Background: an optimization exercise with open tools, aiming at small area, a short achievable clock period and few clock cycles per item. Do not read the settings as production practice.
Function was not checked in any run shown here: the RTL went through the layout flow alone.
Power and IR drop assume default switching activity.

**design/flow/design.v**
```verilog
package pe_pkg;
    localparam int DATA_W = 16;
    localparam int CFG_W = 8;
    localparam int SPAD_DEPTH = 12;
    localparam int SPAD_AW = 4;
    localparam int IN_FIFO_DEPTH = 4;
    localparam int OUT_FIFO_DEPTH = 6;
endpackage
module booth_tree (
    input  logic [15:0] a,
    input  logic [7:0]  neg,
    input  logic [7:0]  one,
    input  logic [7:0]  two,
    output logic [15:0] s,
    output logic [15:0] c
);
    logic [16:0] a2;
    assign a2 = {a, 1'b0};
    logic [15:0] pp0;
    assign pp0 = (({16{one[0]}} & a[15:0]) | ({16{two[0]}} & a2[15:0])) ^ {16{neg[0]}};
    logic [13:0] pp1;
    assign pp1 = (({14{one[1]}} & a[13:0]) | ({14{two[1]}} & a2[13:0])) ^ {14{neg[1]}};
    logic [11:0] pp2;
    assign pp2 = (({12{one[2]}} & a[11:0]) | ({12{two[2]}} & a2[11:0])) ^ {12{neg[2]}};
    logic [9:0] pp3;
    assign pp3 = (({10{one[3]}} & a[9:0]) | ({10{two[3]}} & a2[9:0])) ^ {10{neg[3]}};
    logic [7:0] pp4;
    assign pp4 = (({8{one[4]}} & a[7:0]) | ({8{two[4]}} & a2[7:0])) ^ {8{neg[4]}};
    logic [5:0] pp5;
    assign pp5 = (({6{one[5]}} & a[5:0]) | ({6{two[5]}} & a2[5:0])) ^ {6{neg[5]}};
    logic [3:0] pp6;
    assign pp6 = (({4{one[6]}} & a[3:0]) | ({4{two[6]}} & a2[3:0])) ^ {4{neg[6]}};
    logic [1:0] pp7;
    assign pp7 = (({2{one[7]}} & a[1:0]) | ({2{two[7]}} & a2[1:0])) ^ {2{neg[7]}};
    wire t1 = neg[1] ^ pp0[2];
    wire t2 = neg[1] & pp0[2];
    wire t3 = pp0[3] ^ pp1[1];
    wire t4 = pp0[3] & pp1[1];
    wire t5 = neg[2] ^ pp0[4] ^ pp1[2];
    wire t6 = (neg[2] & pp0[4]) | (neg[2] & pp1[2]) | (pp0[4] & pp1[2]);
    wire t7 = pp2[0] ^ t4;
    wire t8 = pp2[0] & t4;
    wire t9 = pp0[5] ^ pp1[3] ^ pp2[1];
    wire t10 = (pp0[5] & pp1[3]) | (pp0[5] & pp2[1]) | (pp1[3] & pp2[1]);
    wire t11 = t6 ^ t8;
    wire t12 = t6 & t8;
    wire t13 = neg[3] ^ pp0[6] ^ pp1[4];
    wire t14 = (neg[3] & pp0[6]) | (neg[3] & pp1[4]) | (pp0[6] & pp1[4]);
    wire t15 = pp2[2] ^ pp3[0] ^ t10;
    wire t16 = (pp2[2] & pp3[0]) | (pp2[2] & t10) | (pp3[0] & t10);
    wire t17 = t13 ^ t12;
    wire t18 = t13 & t12;
    wire t19 = pp0[7] ^ pp1[5] ^ pp2[3];
    wire t20 = (pp0[7] & pp1[5]) | (pp0[7] & pp2[3]) | (pp1[5] & pp2[3]);
    wire t21 = pp3[1] ^ t14 ^ t19;
    wire t22 = (pp3[1] & t14) | (pp3[1] & t19) | (t14 & t19);
    wire t23 = t16 ^ t18;
    wire t24 = t16 & t18;
    wire t25 = neg[4] ^ pp0[8] ^ pp1[6];
    wire t26 = (neg[4] & pp0[8]) | (neg[4] & pp1[6]) | (pp0[8] & pp1[6]);
    wire t27 = pp2[4] ^ pp3[2] ^ pp4[0];
    wire t28 = (pp2[4] & pp3[2]) | (pp2[4] & pp4[0]) | (pp3[2] & pp4[0]);
    wire t29 = t20 ^ t25 ^ t27;
    wire t30 = (t20 & t25) | (t20 & t27) | (t25 & t27);
    wire t31 = t22 ^ t29;
    wire t32 = t22 & t29;
    wire t33 = pp0[9] ^ pp1[7] ^ pp2[5];
    wire t34 = (pp0[9] & pp1[7]) | (pp0[9] & pp2[5]) | (pp1[7] & pp2[5]);
    wire t35 = pp3[3] ^ pp4[1] ^ t26;
    wire t36 = (pp3[3] & pp4[1]) | (pp3[3] & t26) | (pp4[1] & t26);
    wire t37 = t28 ^ t33 ^ t30;
    wire t38 = (t28 & t33) | (t28 & t30) | (t33 & t30);
    wire t39 = t35 ^ t32;
    wire t40 = t35 & t32;
    wire t41 = neg[5] ^ pp0[10] ^ pp1[8];
    wire t42 = (neg[5] & pp0[10]) | (neg[5] & pp1[8]) | (pp0[10] & pp1[8]);
    wire t43 = pp2[6] ^ pp3[4] ^ pp4[2];
    wire t44 = (pp2[6] & pp3[4]) | (pp2[6] & pp4[2]) | (pp3[4] & pp4[2]);
    wire t45 = pp5[0] ^ t34 ^ t41;
    wire t46 = (pp5[0] & t34) | (pp5[0] & t41) | (t34 & t41);
    wire t47 = t43 ^ t36 ^ t45;
    wire t48 = (t43 & t36) | (t43 & t45) | (t36 & t45);
    wire t49 = t38 ^ t40;
    wire t50 = t38 & t40;
    wire t51 = pp0[11] ^ pp1[9] ^ pp2[7];
    wire t52 = (pp0[11] & pp1[9]) | (pp0[11] & pp2[7]) | (pp1[9] & pp2[7]);
    wire t53 = pp3[5] ^ pp4[3] ^ pp5[1];
    wire t54 = (pp3[5] & pp4[3]) | (pp3[5] & pp5[1]) | (pp4[3] & pp5[1]);
    wire t55 = t42 ^ t44 ^ t51;
    wire t56 = (t42 & t44) | (t42 & t51) | (t44 & t51);
    wire t57 = t53 ^ t46 ^ t55;
    wire t58 = (t53 & t46) | (t53 & t55) | (t46 & t55);
    wire t59 = t48 ^ t57;
    wire t60 = t48 & t57;
    wire t61 = neg[6] ^ pp0[12] ^ pp1[10];
    wire t62 = (neg[6] & pp0[12]) | (neg[6] & pp1[10]) | (pp0[12] & pp1[10]);
    wire t63 = pp2[8] ^ pp3[6] ^ pp4[4];
    wire t64 = (pp2[8] & pp3[6]) | (pp2[8] & pp4[4]) | (pp3[6] & pp4[4]);
    wire t65 = pp5[2] ^ pp6[0] ^ t52;
    wire t66 = (pp5[2] & pp6[0]) | (pp5[2] & t52) | (pp6[0] & t52);
    wire t67 = t54 ^ t61 ^ t63;
    wire t68 = (t54 & t61) | (t54 & t63) | (t61 & t63);
    wire t69 = t56 ^ t65 ^ t67;
    wire t70 = (t56 & t65) | (t56 & t67) | (t65 & t67);
    wire t71 = t58 ^ t69;
    wire t72 = t58 & t69;
    wire t73 = pp0[13] ^ pp1[11] ^ pp2[9];
    wire t74 = (pp0[13] & pp1[11]) | (pp0[13] & pp2[9]) | (pp1[11] & pp2[9]);
    wire t75 = pp3[7] ^ pp4[5] ^ pp5[3];
    wire t76 = (pp3[7] & pp4[5]) | (pp3[7] & pp5[3]) | (pp4[5] & pp5[3]);
    wire t77 = pp6[1] ^ t62 ^ t64;
    wire t78 = (pp6[1] & t62) | (pp6[1] & t64) | (t62 & t64);
    wire t79 = t73 ^ t75 ^ t66;
    wire t80 = (t73 & t75) | (t73 & t66) | (t75 & t66);
    wire t81 = t68 ^ t77 ^ t79;
    wire t82 = (t68 & t77) | (t68 & t79) | (t77 & t79);
    wire t83 = t70 ^ t72;
    wire t84 = t70 & t72;
    wire t85 = neg[7] ^ pp0[14] ^ pp1[12];
    wire t86 = (neg[7] & pp0[14]) | (neg[7] & pp1[12]) | (pp0[14] & pp1[12]);
    wire t87 = pp2[10] ^ pp3[8] ^ pp4[6];
    wire t88 = (pp2[10] & pp3[8]) | (pp2[10] & pp4[6]) | (pp3[8] & pp4[6]);
    wire t89 = pp5[4] ^ pp6[2] ^ pp7[0];
    wire t90 = (pp5[4] & pp6[2]) | (pp5[4] & pp7[0]) | (pp6[2] & pp7[0]);
    wire t91 = t74 ^ t76 ^ t85;
    wire t92 = (t74 & t76) | (t74 & t85) | (t76 & t85);
    wire t93 = t87 ^ t89 ^ t78;
    wire t94 = (t87 & t89) | (t87 & t78) | (t89 & t78);
    wire t95 = t91 ^ t80 ^ t93;
    wire t96 = (t91 & t80) | (t91 & t93) | (t80 & t93);
    wire t97 = t82 ^ t95;
    wire t98 = t82 & t95;
    wire t99 = pp0[15] ^ pp1[13];
    wire t100 = pp2[11] ^ pp3[9];
    wire t101 = pp4[7] ^ pp5[5];
    wire t102 = pp6[3] ^ pp7[1];
    wire t103 = t99 ^ t100;
    wire t104 = t101 ^ t102;
    wire t105 = t103 ^ t104;
    wire t106 = t86 ^ t88;
    wire t107 = t90 ^ t105;
    wire t108 = t106 ^ t107;
    wire t109 = t108 ^ t92;
    wire t110 = t109 ^ t94;
    wire t111 = t110 ^ t96;
    assign s[0] = neg[0];
    assign c[0] = pp0[0];
    assign s[1] = pp0[1];
    assign c[1] = 1'b0;
    assign s[2] = pp1[0];
    assign c[2] = t1;
    assign s[3] = t2;
    assign c[3] = t3;
    assign s[4] = t5;
    assign c[4] = t7;
    assign s[5] = t9;
    assign c[5] = t11;
    assign s[6] = t15;
    assign c[6] = t17;
    assign s[7] = t21;
    assign c[7] = t23;
    assign s[8] = t24;
    assign c[8] = t31;
    assign s[9] = t37;
    assign c[9] = t39;
    assign s[10] = t47;
    assign c[10] = t49;
    assign s[11] = t50;
    assign c[11] = t59;
    assign s[12] = t60;
    assign c[12] = t71;
    assign s[13] = t81;
    assign c[13] = t83;
    assign s[14] = t84;
    assign c[14] = t97;
    assign s[15] = t111;
    assign c[15] = t98;
endmodule
module pe_top (
    input  logic                      clk,
    input  logic                      rstn,
    input  logic [pe_pkg::CFG_W-1:0]  filter_size,
    input  logic                      iact_write_en,
    input  logic [pe_pkg::DATA_W-1:0] data_iact_in,
    output logic                      iact_ready,
    input  logic                      weight_write_en,
    input  logic [pe_pkg::DATA_W-1:0] data_weight_in,
    output logic                      weight_ready,
    input  logic                      psum_write_en,
    input  logic [pe_pkg::DATA_W-1:0] data_psum_in,
    output logic                      psum_ready,
    input  logic                      psum_read_en,
    output logic [pe_pkg::DATA_W-1:0] data_psum_out,
    output logic                      psum_out_valid
);
    logic [15:0] a_r, p_r;
    logic [7:0]  neg_r, one_r, two_r;    
    logic        va, vb, vp;
    logic [16:0] w_ext;
    logic [7:0]  w_neg, w_one, w_two;
    assign w_ext = {data_weight_in, 1'b0};
    always_comb begin
        for (int k = 0; k < 8; k++) begin
            w_neg[k] = w_ext[2*k+2];
            w_one[k] = w_ext[2*k+1] ^ w_ext[2*k];
            w_two[k] = (w_ext[2*k+2] & ~w_ext[2*k+1] & ~w_ext[2*k])
                     | (~w_ext[2*k+2] & w_ext[2*k+1] & w_ext[2*k]);
        end
    end
    logic        first_r;      
    logic [3:0]  rem;          
    logic        last_r;       
    logic        v2;           
    logic        first2;       
    logic        last2;        
    logic        out_v;        
    logic        en_r;         
    logic        fire;
    logic        take_p;
    assign fire   = va && vb && en_r;
    assign take_p = v2 && first2;
    assign iact_ready   = !va || fire;
    assign weight_ready = !vb || fire;
    assign psum_ready   = !vp || take_p;
    always_ff @(posedge clk) begin
        if (iact_ready)   a_r <= data_iact_in;
        if (weight_ready) begin
            neg_r <= w_neg;
            one_r <= w_one;
            two_r <= w_two;
        end
        if (psum_ready)   p_r <= data_psum_in;
    end
    logic        va_n, vb_n, vp_n, first_n, last_n, out_v_n, en_n;
    logic [3:0]  rem_n;
    logic [3:0]  fs_m1;
    assign fs_m1   = filter_size[3:0] - 4'd1;
    assign va_n    = iact_ready   ? iact_write_en   : va;
    assign vb_n    = weight_ready ? weight_write_en : vb;
    assign vp_n    = psum_ready   ? psum_write_en   : vp;
    assign first_n = fire ? last_r : first_r;
    assign rem_n   = first_n ? fs_m1 : (fire ? rem - 4'd1 : rem);
    assign last_n  = (rem_n == 4'd0);
    assign out_v_n = (v2 && last2) || (out_v && !psum_read_en);
    assign en_n    = (!first_n || (vp_n && !(fire && first_r)))
                     && (!last_n || (!out_v_n && !(fire && last_r)));
    always_ff @(posedge clk) begin
        if (!rstn) begin
            va      <= 1'b0;
            vb      <= 1'b0;
            vp      <= 1'b0;
            first_r <= 1'b1;
            v2      <= 1'b0;
            out_v   <= 1'b0;
            en_r    <= 1'b0;
        end else begin
            va      <= va_n;
            vb      <= vb_n;
            vp      <= vp_n;
            first_r <= first_n;
            v2      <= fire;
            out_v   <= out_v_n;
            en_r    <= en_n;
        end
    end
    always_ff @(posedge clk) begin
        rem    <= rem_n;
        last_r <= last_n;
    end
    logic [15:0] prod_s, prod_c;
    logic [15:0] ps, pc;
    booth_tree tree (
        .a   (a_r),
        .neg (neg_r),
        .one (one_r),
        .two (two_r),
        .s   (prod_s),
        .c   (prod_c)
    );
    always_ff @(posedge clk) begin
        ps <= prod_s;
        pc <= prod_c;
        if (fire) begin
            first2 <= first_r;
            last2  <= last_r;
        end
    end
    logic [15:0] acc, out_r;
    logic [15:0] base, sum;
    logic [15:0] cs_s, cs_c;
    assign base = first2 ? p_r : acc;
    assign cs_s = base ^ ps ^ pc;
    assign cs_c = {(base[14:0] & ps[14:0]) | (base[14:0] & pc[14:0]) | (ps[14:0] & pc[14:0]), 1'b0};
    assign sum  = cs_s + cs_c;
    always_ff @(posedge clk) begin
        if (v2)
            acc <= sum;
        if (v2 && last2)
            out_r <= sum;
    end
    assign psum_out_valid = out_v;
    assign data_psum_out  = out_r;
endmodule
```
**design/flow/run.sh**
```bash
#!/bin/bash
# synth_recipe.tcl (not shown) runs the flow's synth.tcl, then flattens the netlist and writes it again
# the make line also repeats each setting of config.mk as NAME=value (left out here)
make -C /OpenROAD-flow-scripts/flow DESIGN_CONFIG=/design/flow/config.mk WORK_HOME=/design/flow/orfs CLKGATE_MAP_FILE= SYNTH_SCRIPT=/design/flow/synth_recipe.tcl finish
```
**design/flow/config.mk**
```make
export PLATFORM = sky130hd
export DESIGN_NAME = pe_top
export DESIGN_NICKNAME = pe_top
export VERILOG_FILES = /design/flow/design.v
export SDC_FILE = /design/flow/constraint.sdc
export NUM_CORES = 4
export LEC_CHECK = 0
export CAP_MARGIN = 20
export CORE_MARGIN = 2
export CORE_UTILIZATION = 40
export SLEW_MARGIN = 20
```
**design/flow/constraint.sdc**
```tcl
create_clock -name core_clock -period 7.0 [get_ports {clk}]
set_input_delay 1.4000 -clock core_clock [delete_from_list [all_inputs] [get_ports {clk}]]
set_output_delay 1.4000 -clock core_clock [all_outputs]
set_load 0.01 [all_outputs]
```
==> results of run 1 <==
flip-flops by register name, summed over array words and instances (netlist names):
name	flops
pc	15
p_r	16
a_r	16
vb	1
ps	16
vp	1
out_r	16
first_r	1
v2	1
rem	4
one_r	8
va	1
en_r	1
acc	16
two_r	8
first2	1
last2	1
out_v	1
last_r	1
neg_r	8
final timing paths:
check                                   to  startpoint
worst min-delay path                rem[0]      rem[0]
worst max-delay path            psum_ready      first2
worst min register to register      rem[0]      rem[0]
worst max register to register   out_r[15]      first2
cells in the final DEF, fill, tap and decap left out, drive strengths merged, types with 2 or more instances in the layout:
cell,count
a21boi,3
nand4,3
ha,30
o21ai,14
and2,3
bufinv,3
nand2b,7
or4,2
a211o,2
dfxtp,43
edfxtp,90
nand3b,7
o211ai,2
or2,2
mux2i,4
inv,58
o31ai,4
a211oi,3
clkinv,5
fa,51
xor2,37
nor2,13
xnor2,68
o21a,6
nand3,2
nand2,22
a2111oi,4
a21o,7
clkbuf,22
mux2,13
nor2b,7
a21oi,14
a31oi,3
clkdlybuf4s50,77
a22oi,64
worst min-delay path, cell delays in order, from the launching register on:
cell and delay [ns]:
dfxtp_1 0.33, nand2_1 0.06, a2bb2oi_1 0.07
kinds of logic after synthesis:
kind of cell,share of synthesized area (%)
compound gates,12.6
xor+xnor,11.9
flops,45.9
mux,2.40
simple gates,4.82
buf+inv,4.42
fa+ha+maj,18.0
area by class of cell:
class,count,area [µm²],area share [%]
clock buffer,22,497,5.30
clock inverter,10,140,1.50
inverter,56,210,2.24
multi-input combinational,407,3850,41.1
sequential,133,3560,38.0
tap,260,325,3.47
timing repair buffer,78,778,8.31
stage by stage:
| stage | power (W) | std cells |
|---|---|---|
| 2_1_floorplan | 0.00262 | 629 |
| 3_3_place_gp | 0.00296 | 934 |
| 3_5_place_dp | 0.00300 | 934 |
| 4_1_cts | 0.00396 | 966 |
| 5_1_grt | 0.00425 | 966 |
| 6_report | 0.00391 | 966 |
per-layer routing:
layer  share of wire [%]  routed length (µm)  up-vias  track usage [%]
met5                   0                   0        -                0
met1                  45                6740     2326             19.1
li1                    -                   -     2343                -
met3                 4.9                 736       19             3.12
met4                 2.0                 294        0             7.28
met2                  48                7200      143             25.5
power by group through the flow:
stage | clock network (W) | registers (W) | logic, W
after global routing | 0.000996 | 0.00124 | 0.00201
after detailed placement | 0 | 0.00124 | 0.00177
after CTS | 0.000961 | 0.00122 | 0.00178
after global placement | 0 | 0.00123 | 0.00173
final | 0.000940 | 0.00122 | 0.00175
after floorplan | 0 | 0.00118 | 0.00144
==> notes.md, run 1 <==
Status: finished clean
Delay of the slowest critical-path stage: 0.85 ns
Hold Crit Class: flop to flop
Starting Density: 41.1%
Hold-fix buffers, CTS: 0
P&R area growth vs syn: 20.7%
Crit-path cells: a21boi_0, inv_1, clkdlybuf4s50_1
Gr ovfl total: 0
DR iter-0 viols: 302
Sequential fraction of the synthesis area: 45.9%
Synth area leaders: edfxtp_1, fa_1, dfxtp_1
Yosys cell types: 52
Clock skew: 0.00692 ns
Clock root buffer: clkbuf_16
Worst relative slew slack: 36.3%
Synth area leader: edfxtp_1
Core Footprint: 0.0189 mm²
Maximum number of pins on one net before global-route repair: 26
CTS tree: built
Max FO, Critical Path: 17
Final Wtd Congestion: 0.875
Worst slew pin tran: 0.956 ns
R2R depth: 9
Syn Inst Count: 629
Diodes inserted: 0
Crit. End Element: output pin
Max Fclk: 232 MHz
GR Util All Layers: 15.3%
Number of synthesized register bits: 133
Clk pwr share: 24.1%
Die area: 0.0205 mm²
Final instance area: 0.00937 mm²
# rows: 50
Worst-Skew Late Latency: 0.41 ns
WP data required: 5.60 ns
First-pass GRT wire length: 24400 µm
Hold Path Stages: 2
Period minus WS final: 4.31 ns
Setup slack, reg-to-reg: 2.92 ns
Cts repair resizes: 0
YS warnings: 1
Ys async rst share: 0%
Most frequent cells after synthesis: edfxtp_1, xnor2_1, a22oi_1
Final wirelength: 15000 µm
# fillers: 1709
Path type of the worst setup path: flop to output pin
Arrival time worst endpoint: 2.91 ns
Initial antenna violation count: 0
RSZ-0062 raised after global routing: no
Number of buffers added on ports: 77
Mean Syn Cell Area: 12.3 µm²
Die height: 143 µm
Setup-failing EPs final: 0
LEAKAGE: 3.59 nW
Via count: 4831
Final Util: 49.6%
Syn_nets: 772
Critical Path Start Type: flop
Clock sinks: 133
Placed Area: 0.00873 mm²
Max Cap Viol: 0
First drt pass iteration count: 5
Critical Path Stages: 3
Die width: 143 µm
DRC violations left: 0
Post-synth EDFFs: 90
Fin. max-slew vios: 0
Final Worst Setup Slack: 2.69 ns
Switch share: 35.0%
Clock buffer depth: 2
Pre-CTS WS: 2.92 ns
WP buf/inv: 2
Sum Neg Setup Slack: 0 ns
Net Switching: 0.00137 W
Synth top area share: 34.8%
Comb power frac: 44.7%
CTS Buf Count: 17
Wire per inst: 15.5 µm
Most common cell in the netlist: edfxtp_1
Final ANT Viol Nets: 0
Slowest library cell on the worst path: edfxtp_1
Peak VDD IR: 175 µV
Delay-heaviest family, CP: buffers and inverters
Final Hold Fails: 0
Vias in the first global route: 4957
Vias/cell: 5.00
IO Pins: 82
Fin crit share: 61.5%
Nets@finish: 836
P_int: 0.00254 W
Flop pwr share: 31.2%
Synthesized area: 0.00776 mm²
PwrDens: 417 mW/mm²
H-tree Lvls: 4
Worst-path clk slew: 0.06 ns
Setup bufs post-CTS: 0
Layout cells sized above 1: 7.65%
Detailed placer's ending HPWL: 11300 µm
Ys flop type: edfxtp_1
Fin Hold WS: 0.522 ns
==> inputs of run 2 (changes only) <==
--- a/design/flow/config.mk
+++ b/design/flow/config.mk
@@ -8,4 +8,5 @@
 export CAP_MARGIN = 20
 export CORE_MARGIN = 2
 export CORE_UTILIZATION = 40
+export SETUP_SLACK_MARGIN = 3.8
 export SLEW_MARGIN = 20
==> run 2 against run 1 <==
- largest cell class unchanged
- combinational power is 19% higher
- first-iteration DRC count is 7.0% lower
- flip-flop and latch count stayed put
- largest power group unchanged
- power is 9.0% higher
- still clean
- cell count is 6.8% higher
- synthesized cell count stayed put
- worst hold slack better by 0.023 ns
==> notes.md, run 2 <==
Max Cap Viol: 0 (unchanged)
LEAKAGE: 3.96 nW (was 3.59 nW)
Status: finished clean (unchanged)
Synth area leader: edfxtp_1 (unchanged)
WP data required: 7.31 ns (was 5.60 ns)
Critical R2R Launch: a_r[3] (was first2)
Peak VDD IR: 190 µV (was 175 µV)
RSZ-0062 raised after global routing: yes (was no)
Die height: 143 µm (unchanged)
Clock root buffer: clkbuf_16 (unchanged)
Final Wtd Congestion: 0.895 (was 0.875)
Mean Syn Cell Area: 12.3 µm² (unchanged)
Nets@finish: 902 (was 836)
Fin crit share: 47.9% (was 61.5%)
Vias in the first global route: 5385 (was 4957)
H-tree Lvls: 4 (unchanged)
Hold-fix buffers, CTS: 0 (unchanged)
Final instance area: 0.0102 mm² (was 0.00937 mm²)
Via count: 5217 (was 4831)
Worst slew pin tran: 0.837 ns (was 0.956 ns)
Met2 routed WL: 8170 µm (was 7200 µm)
PwrDens: 418 mW/mm² (was 417 mW/mm²)
Post-synthesis compound-gate area fraction: 12.6% (unchanged)
Gr ovfl total: 0 (unchanged)
Core Footprint: 0.0189 mm² (unchanged)
Xor and xnor fraction of the mapped netlist area: 11.9% (unchanged)
Vias/cell: 5.06 (was 5.00)
Wire per inst: 16.4 µm (was 15.5 µm)
First-pass GRT wire length: 26900 µm (was 24400 µm)
Number of synthesized register bits: 133 (unchanged)
GR Util All Layers: 17.2% (was 15.3%)
Synth Area in Adders: 18.0% (unchanged)
Arrival time worst endpoint: 3.66 ns (was 2.91 ns)
Sum Neg Setup Slack: 0 ns (unchanged)
Placed Area: 0.00876 mm² (was 0.00873 mm²)
Layout cells sized above 1: 20.7% (was 7.65%)
Most frequent cells after synthesis: edfxtp_1, xnor2_1, a22oi_1 (unchanged)
Worst-path clk slew: 0.06 ns (about the same)
Clock skew: 0.0172 ns (was 0.00692 ns)
Crit. End Element: flop (was output pin)
CTS tree: built (unchanged)
Fin. max-slew vios: 0 (unchanged)
YS warnings: 1 (unchanged)
# rows: 50 (unchanged)
P&R area growth vs syn: 31.4% (was 20.7%)
Initial antenna violation count: 0 (unchanged)
Worst relative slew slack: 44.2% (was 36.3%)
Detailed placer's ending HPWL: 11200 µm (was 11300 µm)
First drt pass iteration count: 5 (unchanged)
Synth top area share: 34.8% (unchanged)
Critical Path Start Type: flop (unchanged)
Final wirelength: 16900 µm (was 15000 µm)
Die width: 143 µm (unchanged)
Max FO, Critical Path: 3 (was 17)
Syn Inst Count: 629 (unchanged)
DRC violations left: 0 (unchanged)
Fin Hold WS: 0.545 ns (was 0.522 ns)
Maximum number of pins on one net before global-route repair: 26 (unchanged)
Path type of the worst setup path: flop to flop (was flop to output pin)
Worst hold path startpoint: last_r (was rem[0])
DR iter-0 viols: 281 (was 302)
Simple-Gate Fraction of Synth Area: 4.82% (unchanged)
Ys async rst share: 0% (unchanged)
Hold Crit Class: flop to flop (unchanged)
Syn_nets: 772 (unchanged)
Diodes inserted: 0 (unchanged)
CP startpoint: a_r[3] (was first2)
Synth area leaders: edfxtp_1, fa_1, dfxtp_1 (unchanged)
Most frequent cells in the layout: edfxtp_1, clkdlybuf4s50_1, xnor2_1 (unchanged)
Sequential fraction of the synthesis area: 45.9% (unchanged)
Post-synthesis mux area share: 2.40% (unchanged)
Die area: 0.0205 mm² (unchanged)
Worst-Skew Late Latency: 0.42 ns (was 0.41 ns)
Final ANT Viol Nets: 0 (unchanged)
IO Pins: 82 (unchanged)
Yosys cell types: 52 (unchanged)
Setup-failing EPs final: 0 (unchanged)
Starting Density: 41.1% (unchanged)
Number of buffers added on ports: 77 (unchanged)
WL met1: 7550 µm (was 6740 µm)
Period minus WS final: 3.36 ns (was 4.31 ns)
Met3 routed WL: 749 µm (was 736 µm)
Ys flop type: edfxtp_1 (unchanged)
Clock buffer depth: 2 (unchanged)
Most common cell in the netlist: edfxtp_1 (unchanged)
DR top layer: met4 (unchanged)
CTS Buf Count: 17 (unchanged)
Clock sinks: 133 (unchanged)
Final Hold Fails: 0 (unchanged)
Post-synth EDFFs: 90 (unchanged)
Most common cell after layout, fill and taps aside: edfxtp_1 (unchanged)
Largest family of logic cells by synthesized area: adder cells (unchanged)
Max Fclk: 298 MHz (was 232 MHz)
Synthesized area: 0.00776 mm² (unchanged)
run 2: cell counts after synthesis:
No cell type changed its count.
run 2: logic make-up (layout without fill, tap and decap cells):
| logic type | count (synthesis) | after routing |
|---|---|---|
| simple gates | 71 | 71 |
| xor+xnor | 105 | 105 |
| compound gates | 133 | 133 |
| buf+inv | 89 | 232 |
| mux | 17 | 17 |
| flops | 133 | 133 |
| fa+ha+maj | 81 | 81 |
run 2: path summary, 6_finish.rpt:
check            to  slack [ns]  cells past startpoint
max reg2reg  ps[15]        3.64                     11
min           last2        0.54                      0
min reg2reg   last2        0.54                      0
max          ps[15]        3.64                     11
run 2: final cells by class:
class	instances	area, µm²
Clock buffer	24	537
Clock inverter	8	130
Fill cell	1599	8700
Inverter	56	210
Multi-Input combinational cell	407	4100
Sequential cell	133	3570
Tap cell	260	325
Timing Repair Buffer	144	1320
run 2: critical path, cell delays in order, from the launching register on:
cell and delay, ns:
edfxtp_1 0.54, a22oi_2 0.20, xor2_1 0.12, fa_2 0.42, fa_2 0.38, fa_1 0.49
fa_2 0.38, xnor2_2 0.17, xnor2_1 0.15, xnor2_1 0.15, xnor2_1 0.15, xnor2_1 0.09
run 2: power breakdown:
part | total, W | internal [W] | leakage (nW) | switching (W)
clock | 0.000976 | 0.000648 | 0.326 | 0.000328
sequential | 0.00119 | 0.00111 | 1.24 | 0.0000770
combinational | 0.00209 | 0.000991 | 2.40 | 0.00110
run 2: through the flow:
| step | cells | worst slack, ns | total power [W] | util, % |
|---|---|---|---|---|
| 4_1_cts | 1028 | 3.67 | 0.00415 | 53.1 |
| 5_1_grt | 1032 | 3.49 | 0.00461 | 54.0 |
| 6_report | 1032 | 3.64 | 0.00426 | 54.0 |
| 2_1_floorplan | 629 | 3.75 | 0.00265 | - |
| 3_5_place_dp | 934 | 3.02 | 0.00303 | 46.4 |
| 3_3_place_gp | 934 | 3.08 | 0.00299 | 46.4 |
run 2: repair_timing:
| item | in CTS | in global routing |
|---|---|---|
| resized for setup | 31 | 28 |
| endpoints found under the setup margin | 27 | 20 |
| setup buffers | 62 | 4 |
| pin swaps | 10 | 21 |
run 2: metal layers:
metal | track usage, % | vias to the layer above
li1 | - | 2478
met1 | 21.6 | 2551
met2 | 28.7 | 157
met3 | 3.79 | 31
met4 | 7.12 | 0
met5 | 0 | -

==> static timing again, ports no longer ideal <==
No port has a modelled driver above. Below, the same layouts with a new extraction and two added sets of constraints. Step 1 assumes that a clkbuf_16 drives the clock port and a buf_2 every other input. Step 2 also shifts input and output timing later by t, the mid clock arrival at the registers, as if the neighbouring blocks saw the same clock. Three values: ideal, step 1, step 2; two values: the first two.
run	t, ns	setup WS [ns]	latest minus earliest clock arrival (ns)	cell pins on the clock port's net
run 1	0.454	2.694 / 2.651 / 2.922	0.008 / 0.008	1
run 2	0.456	3.644 / 3.644 / 3.644	0.018 / 0.017	1
After both steps every run listed still meets setup and hold.
